Source: an optimization exercise on an open RTL-to-GDS flow (aim: small area, a short achievable clock period and few clock cycles per item). Production flows keep margins and buffers that such runs may drop. Where RTL was checked, it was by simulation tests only, not by an equivalence proof against the original.

## run 1
==> flow/design.v (excerpt) <==
module rs_bm_decoder (
    input  wire         i_clock,
    input  wire         i_arst_n,
    input  wire         i_start,
    input  wire  [47:0] i_synd,
    output logic [35:0] o_locator,
    output logic        o_ready
);
    logic       busy_q;
    logic       ready_q;
    logic [2:0] step_q;      
    logic       accept;
    logic       last;
    logic [7:0] q_q [0:5];
    logic [7:0] c_q [1:4];
    logic       xb1_q;
    logic [7:0] xb_q [2:4];
    logic [7:0] b_q;
    logic [2:0] len_q;
    logic [7:0] prod [1:4];
    logic [7:0] disc;
    logic [7:0] b_inv;
    logic [7:0] scale;
    logic [7:0] upd_term [2:4];
    logic       len_update;
    logic       s1_zero;
    assign accept  = i_start && !busy_q;
    assign last    = (step_q == 3'd5);
    assign s1_zero = (i_synd[7:0] == 8'h00);
    for (genvar i = 1; i <= 4; i++)
    begin : g_disc
        gf256_mul u_mul (.i_a(c_q[i]), .i_b(q_q[i]), .o_p(prod[i]));
    end
    assign disc = q_q[0] ^ prod[1] ^ prod[2] ^ prod[3] ^ prod[4];
    gf256_inv u_inv (.i_x(b_q), .o_y(b_inv));
    gf256_mul u_scale (.i_a(disc), .i_b(b_inv), .o_p(scale));
    for (genvar k = 2; k <= 4; k++)
    begin : g_upd
        gf256_mul u_mul (.i_a(scale), .i_b(xb_q[k]), .o_p(upd_term[k]));
    end
    assign len_update = busy_q && (disc != 8'h00) && ({len_q, 1'b0} <= {1'b0, step_q});
    always_ff @(posedge i_clock or negedge i_arst_n)
    begin
        if (!i_arst_n)
        begin
            busy_q  <= 1'b0;
            ready_q <= 1'b0;
            step_q  <= 3'd0;
        end
        else if (accept)
        begin
            busy_q  <= 1'b1;
            ready_q <= 1'b0;
            step_q  <= 3'd1;
        end
        else if (busy_q)
        begin
            step_q <= step_q + 3'd1;
            if (last)
            begin
                busy_q  <= 1'b0;
                ready_q <= 1'b1;
            end
        end
    end
    always_ff @(posedge i_clock)
    begin
        if (accept)
        begin
            q_q[0] <= i_synd[15:8];
            q_q[1] <= i_synd[7:0];
            q_q[2] <= i_synd[47:40];
  ...
Size: roughly 2,200 cells after synthesis, ~120 flip-flops.
==> module rs_bm_decoder, before the edit <==
module rs_bm_decoder (
    input  wire         i_clock,
    input  wire         i_arst_n,
    input  wire         i_start,
    input  wire  [47:0] i_synd,
    output logic [35:0] o_locator,
    output logic        o_ready
);
    logic       busy_q;
    logic       ready_q;
    logic [2:0] step_q;      
    logic       accept;
    logic       last;
    logic [7:0] q_q [0:5];
    logic [7:0] c_q [1:4];
    logic       xb1_q;
    logic [7:0] xb_q [2:4];
    logic [7:0] b_q;
    logic [2:0] len_q;
    logic [7:0] prod [1:4];
    logic [7:0] disc;
    logic [7:0] b_inv;
    logic [7:0] scale;
    logic [7:0] upd_term [2:4];
    logic       len_update;
    logic       s1_zero;
    assign accept  = i_start && !busy_q;
    assign last    = (step_q == 3'd5);
    assign s1_zero = (i_synd[7:0] == 8'h00);
    for (genvar i = 1; i <= 4; i++)
    begin : g_disc
        gf256_mul u_mul (.i_a(c_q[i]), .i_b(q_q[i]), .o_p(prod[i]));
    end
    assign disc = q_q[0] ^ prod[1] ^ prod[2] ^ prod[3] ^ prod[4];
    gf256_inv u_inv (.i_x(b_q), .o_y(b_inv));
    gf256_mul u_scale (.i_a(disc), .i_b(b_inv), .o_p(scale));
    for (genvar k = 2; k <= 4; k++)
    begin : g_upd
        gf256_mul u_mul (.i_a(scale), .i_b(xb_q[k]), .o_p(upd_term[k]));
    end
    assign len_update = busy_q && (disc != 8'h00) && ({len_q, 1'b0} <= {1'b0, step_q});
    always_ff @(posedge i_clock or negedge i_arst_n)
    begin
        if (!i_arst_n)
        begin
            busy_q  <= 1'b0;
            ready_q <= 1'b0;
            step_q  <= 3'd0;
        end
        else if (accept)
        begin
            busy_q  <= 1'b1;
            ready_q <= 1'b0;
            step_q  <= 3'd1;
        end
        else if (busy_q)
        begin
            step_q <= step_q + 3'd1;
            if (last)
            begin
                busy_q  <= 1'b0;
                ready_q <= 1'b1;
            end
        end
    end
    always_ff @(posedge i_clock)
    begin
        if (accept)
        begin
            q_q[0] <= i_synd[15:8];
            q_q[1] <= i_synd[7:0];
            q_q[2] <= i_synd[47:40];
            q_q[3] <= i_synd[39:32];
            q_q[4] <= i_synd[31:24];
            q_q[5] <= i_synd[23:16];
            c_q[1] <= i_synd[7:0];
            c_q[2] <= 8'h00;
            c_q[3] <= 8'h00;
            c_q[4] <= 8'h00;
            xb1_q  <= !s1_zero;
            xb_q[2] <= {7'b0, s1_zero};
            xb_q[3] <= 8'h00;
            xb_q[4] <= 8'h00;
            b_q    <= {i_synd[7:1], i_synd[0] | s1_zero};
            len_q  <= {2'b0, !s1_zero};
        end
        else
        begin
            q_q[0] <= q_q[5];
            for (int i = 1; i <= 5; i++)
            begin
                q_q[i] <= q_q[i-1];
            end
            c_q[1] <= c_q[1] ^ (scale & {8{xb1_q}});
            for (int k = 2; k <= 4; k++)
            begin
                c_q[k] <= c_q[k] ^ upd_term[k];
            end
            if (last)
            begin
                xb1_q   <= 1'b0;
                xb_q[2] <= 8'h00;
                xb_q[3] <= 8'h00;
                xb_q[4] <= 8'h00;
            end
            else if (len_update)
            begin
                xb1_q   <= 1'b1;     
                xb_q[2] <= c_q[1];
                xb_q[3] <= c_q[2];
                xb_q[4] <= c_q[3];
            end
            else
            begin
                xb1_q   <= 1'b0;     
                xb_q[2] <= {7'b0, xb1_q};
                xb_q[3] <= xb_q[2];
                xb_q[4] <= xb_q[3];
            end
            if (len_update)
            begin
                b_q   <= disc;
                len_q <= step_q + 3'd1 - len_q;
            end
        end
    end
    assign o_locator = {c_q[3], c_q[2], c_q[1], 8'h01, len_q, (len_q > 3'd3)};
    assign o_ready   = ready_q;
endmodule
==> flow/config.mk <==
export PLATFORM = sky130hd
export DESIGN_NAME = rs_bm_decoder
export DESIGN_NICKNAME = rs_bm_decoder
export VERILOG_FILES = /design/flow/design.v
export SDC_FILE = /design/flow/constraint.sdc
export NUM_CORES = 4
export LEC_CHECK = 0
export CAP_MARGIN = 20
export CORE_MARGIN = 2
export CORE_UTILIZATION = 40
export SLEW_MARGIN = 20
==> flow/constraint.sdc <==
create_clock -name core_clock -period 19.0 [get_ports {i_clock}]
set_input_delay 3.8000 -clock core_clock [delete_from_list [all_inputs] [get_ports {i_clock}]]
set_output_delay 3.8000 -clock core_clock [all_outputs]
set_load 0.01 [all_outputs]
run.sh (not shown) runs the stock make flow with config.mk's settings and CLKGATE_MAP_FILE= SYNTH_SCRIPT=/design/flow/synth_recipe.tcl, a recipe that flattens the netlist after the stock synthesis.
Every stage of the flow completed for run 1, and the final layout passed the timing, design-rule and antenna checks.
Input changes introduced in run 2 (baseline for comparison: run 1):
==> flow/design.v, changed modules only <==
module rs_bm_decoder (
    input  wire         i_clock,
    input  wire         i_arst_n,
    input  wire         i_start,
    input  wire  [47:0] i_synd,
    output logic [35:0] o_locator,
    output logic        o_ready
);
    logic       busy_q;
    logic       ready_q;
    logic [2:0] step_q;      
    logic       accept;
    logic       last;
    logic [7:0] q_q [0:5];
    logic [7:0] c_q [1:3];
    logic [7:0] p4_q;
    logic       xb1_q;
    logic [7:0] xb_q [2:3];
    logic [7:0] binv_q;
    logic [2:0] len_q;
    logic [7:0] prod [1:3];
    logic [7:0] disc;
    logic [7:0] inv_in;
    logic [7:0] inv_out;
    logic [7:0] scale;
    logic       take_p4;
    logic [7:0] upd2_in;
    logic [7:0] upd2;
    logic [7:0] upd3;
    logic       len_update;
    logic       s1_zero;
    assign accept  = i_start && !busy_q;
    assign last    = (step_q == 3'd5);
    assign s1_zero = (i_synd[7:0] == 8'h00);
    for (genvar i = 1; i <= 3; i++)
    begin : g_disc
        gf256_mul u_mul (.i_a(c_q[i]), .i_b(q_q[i]), .o_p(prod[i]));
    end
    assign disc = q_q[0] ^ prod[1] ^ prod[2] ^ prod[3] ^ p4_q;
    assign inv_in = busy_q ? disc : i_synd[7:0];
    gf256_inv u_inv (.i_x(inv_in), .o_y(inv_out));
    gf256_mul u_scale (.i_a(disc), .i_b(binv_q), .o_p(scale));
    assign take_p4 = busy_q && (step_q == 3'd4) && (len_q == 3'd1);
    assign upd2_in = take_p4 ? q_q[3] : xb_q[2];
    gf256_mul u_upd2 (.i_a(scale), .i_b(upd2_in), .o_p(upd2));
    gf256_mul u_upd3 (.i_a(scale), .i_b(xb_q[3]), .o_p(upd3));
    assign len_update = busy_q && (disc != 8'h00) && ({len_q, 1'b0} <= {1'b0, step_q});
    always_ff @(posedge i_clock or negedge i_arst_n)
    begin
        if (!i_arst_n)
        begin
            busy_q  <= 1'b0;
            ready_q <= 1'b0;
            step_q  <= 3'd0;
        end
        else if (accept)
        begin
            busy_q  <= 1'b1;
            ready_q <= 1'b0;
            step_q  <= 3'd1;
        end
        else if (busy_q)
        begin
            step_q <= step_q + 3'd1;
            if (last)
            begin
                busy_q  <= 1'b0;
                ready_q <= 1'b1;
            end
        end
    end
    always_ff @(posedge i_clock)
    begin
        p4_q <= take_p4 ? upd2 : 8'h00;
        if (accept)
        begin
            q_q[0] <= i_synd[15:8];
            q_q[1] <= i_synd[7:0];
            q_q[2] <= i_synd[47:40];
            q_q[3] <= i_synd[39:32];
            q_q[4] <= i_synd[31:24];
            q_q[5] <= i_synd[23:16];
            c_q[1] <= i_synd[7:0];
            c_q[2] <= 8'h00;
            c_q[3] <= 8'h00;
            xb1_q   <= !s1_zero;
            xb_q[2] <= {7'b0, s1_zero};
            xb_q[3] <= 8'h00;
            binv_q <= {inv_out[7:1], inv_out[0] | s1_zero};
            len_q  <= {2'b0, !s1_zero};
        end
        else
        begin
            q_q[0] <= q_q[5];
            for (int i = 1; i <= 5; i++)
            begin
                q_q[i] <= q_q[i-1];
            end
            c_q[1] <= c_q[1] ^ (scale & {8{xb1_q}});
            c_q[2] <= c_q[2] ^ (take_p4 ? 8'h00 : upd2);
            c_q[3] <= c_q[3] ^ upd3;
            if (last)
            begin
                xb1_q   <= 1'b0;
                xb_q[2] <= 8'h00;
                xb_q[3] <= 8'h00;
            end
            else if (len_update)
            begin
                xb1_q   <= 1'b1;     
                xb_q[2] <= c_q[1];
                xb_q[3] <= c_q[2];
            end
            else
            begin
                xb1_q   <= 1'b0;     
                xb_q[2] <= {7'b0, xb1_q};
                xb_q[3] <= xb_q[2];
            end
            if (len_update)
            begin
                binv_q <= inv_out;
                len_q  <= step_q + 3'd1 - len_q;
            end
        end
    end
    assign o_locator = {c_q[3], c_q[2], c_q[1], 8'h01, len_q, (len_q > 3'd3)};
    assign o_ready   = ready_q;
endmodule
--- outcome ---
In the reports for run 2 and run 1, the smaller total met3 wirelength after detailed routing belongs to run 2. Run 1 has a higher portion of the clock cycle consumed by the worst path in the final layout than run 2. Multi-input logic portion of the cell area (run 2 over run 1): decrease, 1.8 points. Comparing number of DRC markers in iteration 0 for run 2 and run 1, the bigger number came from run 1. Run 2 vs run 1, global-route met3 utilization went down by 0.25 points. Comparing run 2 and run 1, the lower biggest cell delay along the critical path was measured on run 2. As of run 2, final cell count had fallen by more than 10% compared to run 1. Sequential share of layout area ends up lower on run 1. From run 1 to run 2 the numbers moved as follows: non-clock buffer count down 1; critical path depth has decreased. Flop count, run 1 -> run 2: decreased. Lower final critical-path setup slack was reported by run 1, not run 2. Against run 1, run 2 reports a total global-route track usage that is lower.
Testbench counts of run 2, summed over its fixed seeds: cycles 9,608, decodes 1,600.
For run 1, only the layout was checked, not whether the RTL still works.

==> re-timing with driven ports <==
In the flow no input, the clock included, has a driving cell. The finished layouts below were timed again as built, in two steps. Step 1 assumes that a clkbuf_16 drives the clock port and a buf_2 every other input. Step 2, shift: input delay + t, output delay - t, t = (earliest + latest rising clock arrival at the registers) / 2. This alone moves slack from input paths to output paths. Slacks: ideal ports / drivers / drivers and shift; pairs: ideal ports / drivers.
run | t, ns | slack for setup (ns) | latest minus earliest clock arrival (ns) | cell pins on the clock port's net
run 1 | 0.499 | 10.848 / 10.848 / 10.848 | 0.012 / 0.012 | 1
run 2 | 0.479 | 11.329 / 11.329 / 11.046 | 0.009 / 0.008 | 1
After both steps every run listed still meets setup and hold. For run 2, which loses most, drivers alone change the setup slack by 0.000 ns; drivers and shift together by -0.283 ns.
